From an optimization exercise on the open Yosys and OpenROAD flow, aimed at small area and a short achievable clock period; shortcuts taken in it are not production practice. Where RTL was checked, it was by simulation tests only, not by an equivalence proof against the original. Power figures rest on the tool's default switching activity, not on a simulated workload.

// raw_to_rgb_top
module raw_to_rgb_top
(
    input  logic       clk,
    input  logic       rst_n,
    input  logic       vsync,
    input  logic       href,
    input  logic       hsync,
    input  logic [1:0] mirror,
    input  demosaic_pkg::pixel_t     raw,
    output logic       post_vsync,
    output logic       post_href,
    output logic       post_hsync,
    output demosaic_pkg::pixel_t     red,
    output demosaic_pkg::pixel_t     green,
    output demosaic_pkg::pixel_t     blue
);
Size: about 1200 flip-flops, ~42 I/O pins, ~43000 um2 of cells after synthesis.
clock: 7.5 ns
lec_check: 0
cap_margin: 20
core_margin: 2
core_utilization: 80
cts_cluster_diameter: 50
cts_cluster_size: 28
place_density: 0.88
setup_slack_margin: 5.0
slew_margin: 20
run.sh (not shown) runs the stock make flow with config.mk's settings and CLKGATE_MAP_FILE= SYNTH_SCRIPT=/design/flow/synth_recipe.tcl, a recipe that flattens the netlist after the stock synthesis.
The first run did not get past clock tree synthesis with DPL-0033.
Then changed:
- CORE_UTILIZATION: 80 -> 65
- CTS_CLUSTER_DIAMETER: 50 -> 60
- CTS_CLUSTER_SIZE: 28 -> 24
- PLACE_DENSITY: 0.88 -> 0.75
- The changed run completed without violations
- area after synthesis is unchanged
- synthesized cell count is unchanged
No run of this note included a check of the RTL's function; only the layout flow was run.

---

raw_to_rgb_top, a different RTL version from the one above (not shown whole).
Size in the first run: roughly 2,200 cells after synthesis, about 1,200 flip-flops, roughly 42 I/O pins, ~0.043 mm^2 of cells after synthesis.
==> flow/config.mk <==
export PLATFORM = sky130hd
export DESIGN_NAME = raw_to_rgb_top
export DESIGN_NICKNAME = raw_to_rgb_top
export VERILOG_FILES = /design/flow/design.v
export SDC_FILE = /design/flow/constraint.sdc
export NUM_CORES = 4
export LEC_CHECK = 0
export CAP_MARGIN = 20
export CORE_MARGIN = 2
export CORE_UTILIZATION = 65
export CTS_CLUSTER_DIAMETER = 60
export CTS_CLUSTER_SIZE = 24
export PLACE_DENSITY = 0.75
export SETUP_SLACK_MARGIN = 5.0
export SLEW_MARGIN = 20
export TNS_END_PERCENT = 30
==> flow/constraint.sdc <==
create_clock -name core_clock -period 7.5 [get_ports {clk}]
set_input_delay 1.5000 -clock core_clock [delete_from_list [all_inputs] [get_ports {clk}]]
set_output_delay 1.5000 -clock core_clock [all_outputs]
set_load 0.01 [all_outputs]
The baseline produced a clean layout.
Then changed:
CORE_UTILIZATION = 70   (was 65)
PLACE_DENSITY = 0.8   (was 0.75)
TNS_END_PERCENT = not set   (was 30)
After rerunning:
- worst setup slack got worse by 0.017 ns
- final area stays flat
- register-to-register slack got worse by 0.02 ns
- total power rose slightly
- sequential power stays flat
- global-route usage rose by 2.9 points
- first-iteration DRC count fell by roughly a tenth
- clock power fell by a few percent
- combinational power rose by a few percent
- sequential cell count is unchanged
- routed wire length rose by a few percent
Then changed:
CORE_UTILIZATION = 65   (was 70)
PLACE_DENSITY = 0.75   (was 0.8)
TNS_END_PERCENT = 0   (was not set)
Setup slack gains 0.026 ns; via count went down by 3.3%; worst hold slack hardly moves; area after synthesis stays the same; routed wire length went down by 6.7%; cell count went up by 1.1%; count of clock-buffer cells in the layout went down by 8; clock skew hardly moves; die area went up by 7.6%.

---

Another version of the RTL of raw_to_rgb_top (not shown whole).
Design raw_to_rgb_top, start of the top module:
module raw_to_rgb_top
(
    input  logic       clk,
    input  logic       rst_n,
    input  logic       vsync,
    input  logic       href,
    input  logic       hsync,
    input  logic [1:0] mirror,
    input  demosaic_pkg::pixel_t     raw,
    output logic       post_vsync,
    output logic       post_href,
    output logic       post_hsync,
    output demosaic_pkg::pixel_t     red,
    output demosaic_pkg::pixel_t     green,
    output demosaic_pkg::pixel_t     blue
);
Settings: LEC_CHECK=0, CAP_MARGIN=20, CORE_MARGIN=2, CORE_UTILIZATION=65, CTS_CLUSTER_DIAMETER=60, CTS_CLUSTER_SIZE=24, PLACE_DENSITY=0.75, SLEW_MARGIN=20; clock period 7.5 ns.
Next try:
SETUP_SLACK_MARGIN = 4.6   (was not set)
After rerunning: Non-clock buffer count went up by 36. Global-route usage went up by 0.55 points. Setup slack gets better by 0.68 ns. Sequential share of layout area went down by 1.2 points.
No run of this note included a check of the RTL's function; only the layout flow was run.

---

== north ==
raw_to_rgb_top, a different RTL version from the one above (not shown whole).
Size: ~1,300 flip-flops.
export LEC_CHECK = 0
export CAP_MARGIN = 20
export CORE_MARGIN = 2
export CORE_UTILIZATION = 65
export CTS_CLUSTER_DIAMETER = 60
export CTS_CLUSTER_SIZE = 24
export PLACE_DENSITY = 0.75
export SETUP_SLACK_MARGIN = 4.8
export SLEW_MARGIN = 20
create_clock -name core_clock -period 7.5 [get_ports {clk}]
north: all stages complete, timing, DRC and antenna checks passed
Edits applied to the flow inputs when going from north to south:
Settings: swapping 4.8 for 5.0 in SETUP_SLACK_MARGIN.
==> comparison <==
Compared south vs north, and number of signal-net inverters in the final layout is up in south. Summary of south over north: routed wire length grew by about 4.5%, floorplan row count about even, critical path depth shows an increase of 7, non-clock buffer count went up by about 55%, fraction of area in clock buffers and inverters comparable.

---

raw_to_rgb_top with an RTL version that a note above also has.
For scale: roughly 2,200 cells after synthesis, ~1,200 flip-flops.
clock: 7.5 ns
lec_check: 0
cap_margin: 20
core_margin: 2
core_utilization: 65
cts_buf_list: sky130_fd_sc_hd__clkbuf_8
cts_cluster_diameter: 50
cts_cluster_size: 16
place_density: 0.75
setup_slack_margin: 5.0
slew_margin: 20
tns_end_percent: 0
The first run ran to the end with no violations.
Then changed:
- CTS_BUF_LIST: sky130_fd_sc_hd__clkbuf_8 -> unset
- CTS_CLUSTER_DIAMETER: 50 -> 60
- CTS_CLUSTER_SIZE: 16 -> 24
- SETUP_SLACK_MARGIN: 5.0 -> 4.9
- TNS_END_PERCENT: 0 -> unset
=> Core utilization climbs by 1.8 points; routed wire length climbs by a few percent; count of clock-buffer cells in the layout drops by 10; worst hold slack barely changes; sequential power stays flat; die area stays the same; maximum frequency climbs by a few percent; final area climbs by a few percent.
Then changed:
- SETUP_SLACK_MARGIN: 4.9 -> 5.0
- TNS_END_PERCENT: unset -> 5
After rerunning: Global-route usage fell by 0.28 points; hold slack barely changes; cell area falls slightly; non-clock buffer count is lower by 6; synthesized area does not change; total power drops by a few percent; combinational power went down by roughly a tenth; worst setup slack got worse by 0.0088 ns; die area stays the same; register-to-register slack hardly moves.
Then changed:
- TNS_END_PERCENT: 5 -> unset
What happened: Cell count increases by 0.79%; clock skew barely changes; area after synthesis is unchanged; register-to-register slack improves by 0.05 ns; synthesized cell count is unchanged.
Then changed:
- CTS_BUF_LIST: unset -> sky130_fd_sc_hd__clkbuf_8 sky130_fd_sc_hd__clkbuf_16
- TNS_END_PERCENT: unset -> 0
Effect: Clock power is about the same; wire length drops by 2.2%; total power drops by 4.1%; non-clock buffer count drops by 50; area after synthesis does not change.
Then changed:
- CTS_BUF_LIST: sky130_fd_sc_hd__clkbuf_8 sky130_fd_sc_hd__clkbuf_16 -> unset
- CTS_CLUSTER_SIZE: 24 -> 30
- TNS_END_PERCENT: 0 -> unset
Outcome: Sequential share of layout area decreases by 2.0 points. Via count increases by 3.3%. Area after synthesis does not change. Routed wire length increases by 4.2%.

---

Another version of the RTL of raw_to_rgb_top (not shown whole).
Size in the first run: about 2300 cells after synthesis, roughly 1200 flip-flops.
make LEC_CHECK=0 CAP_MARGIN=20 CORE_MARGIN=2 CORE_UTILIZATION=65 CTS_CLUSTER_DIAMETER=60 CTS_CLUSTER_SIZE=30 PLACE_DENSITY=0.75 SLEW_MARGIN=20 finish   # period 7.5 ns
==> next run, changes <==
- CORE_UTILIZATION: 65 -> 40
- CTS_CLUSTER_DIAMETER: 60 -> not set
- CTS_CLUSTER_SIZE: 30 -> not set
- PLACE_DENSITY: 0.75 -> not set
Cell area grows by a few percent; power grows by roughly a tenth; setup slack improves by 83 ps; sequential cell count does not change; routed wire length grows by a few percent.

---

Another version of the RTL of raw_to_rgb_top (not shown whole).
Size: roughly 2200 cells after synthesis, about 1200 flip-flops, ~42 I/O pins, roughly 43000 sq um of cells after synthesis.
Settings: LEC_CHECK=0, CAP_MARGIN=20, CORE_MARGIN=2, CORE_UTILIZATION=65, CTS_CLUSTER_DIAMETER=60, CTS_CLUSTER_SIZE=24, PLACE_DENSITY=0.75, SETUP_SLACK_MARGIN=5.0, SLEW_MARGIN=20, TNS_END_PERCENT=5; clock period 7.5 ns.
Then changed:
Settings changed: CORE_UTILIZATION 65 to 70, PLACE_DENSITY 0.75 to 0.8, TNS_END_PERCENT 5 to not set.
What happened: Setup slack is better by 0.046 ns. Combinational power went up by 7.5%. Die area falls by 7.0%. Cell area rises by 1.2%. Wire length rose by 11%.
No run of this note included a check of the RTL's function; only the layout flow was run.

[what the ideal ports hide]
Ports are ideal in the flow. The routed layouts listed here were re-timed in OpenROAD. Step 1 sets driving cells, clkbuf_16 on the clock port and buf_2 on the other inputs (assumed; they add their load-dependent delay and slew). Step 2, shift: input delay + t, output delay - t, t = (earliest + latest rising clock arrival at the registers) / 2. This alone moves slack from input paths to output paths. Slacks: ideal ports / drivers / drivers and shift; pairs: ideal ports / drivers.
| run | t (ns) | slack for setup (ns) | worst setup path at the end | slew at the worst register clock pin (ns) |
|---|---|---|---|---|
| the second run of note 1 | 0.698 | 4.692 / 4.692 / 4.389 | input to register | 0.09 / 0.09 |
| the first run of note 2 | 0.683 | 4.834 / 4.802 / 4.450 | input to register | 0.09 / 0.09 |
| the second run of note 2 | 0.691 | 4.817 / 4.790 / 4.479 | input to register | 0.10 / 0.10 |
| the third run of note 2 | 0.682 | 4.843 / 4.816 / 4.234 | input to register | 0.09 / 0.09 |
| the first run of note 3 | 0.679 | 3.365 / 3.365 / 3.365 | register to register | 0.10 / 0.10 |
| the second run of note 3 | 0.676 | 4.050 / 4.050 / 4.050 | register to register | 0.09 / 0.09 |
| north | 0.690 | 4.747 / 4.747 / 4.221 | input to register | 0.10 / 0.10 |
| south | 0.694 | 4.819 / 4.791 / 4.463 | input to register | 0.09 / 0.09 |
| the first run of note 5 | 0.770 | 4.766 / 4.720 / 4.102 | input to register | 0.11 / 0.11 |
| the second run of note 5 | 0.702 | 4.846 / 4.784 / 4.357 | input to register | 0.09 / 0.09 |
| the third run of note 5 | 0.686 | 4.837 / 4.799 / 4.289 | input to register | 0.09 / 0.09 |
| the fourth run of note 5 | 0.685 | 4.873 / 4.810 / 4.443 | input to register | 0.10 / 0.10 |
| the fifth run of note 5 | 0.682 | 4.833 / 4.814 / 4.239 | input to register | 0.09 / 0.09 |
| the sixth run of note 5 | 0.714 | 4.830 / 4.768 / 4.415 | input to register | 0.11 / 0.11 |
| the first run of note 6 | 0.700 | 1.964 / 1.964 / 1.964 | register to register | 0.11 / 0.11 |
| the second run of note 6 | 0.740 | 2.046 / 2.046 / 2.046 | register to register | 0.07 / 0.07 |
| the first run of note 7 | 0.685 | 4.797 / 4.739 / 4.274 | input to register | 0.09 / 0.09 |
| the second run of note 7 | 0.687 | 4.842 / 4.797 / 4.443 | input to register | 0.10 / 0.10 |
After both steps every run listed still meets setup and hold. The setup slack of the first run of note 5, which loses most, moves by -0.046 ns with the drivers and by -0.664 ns with both steps.
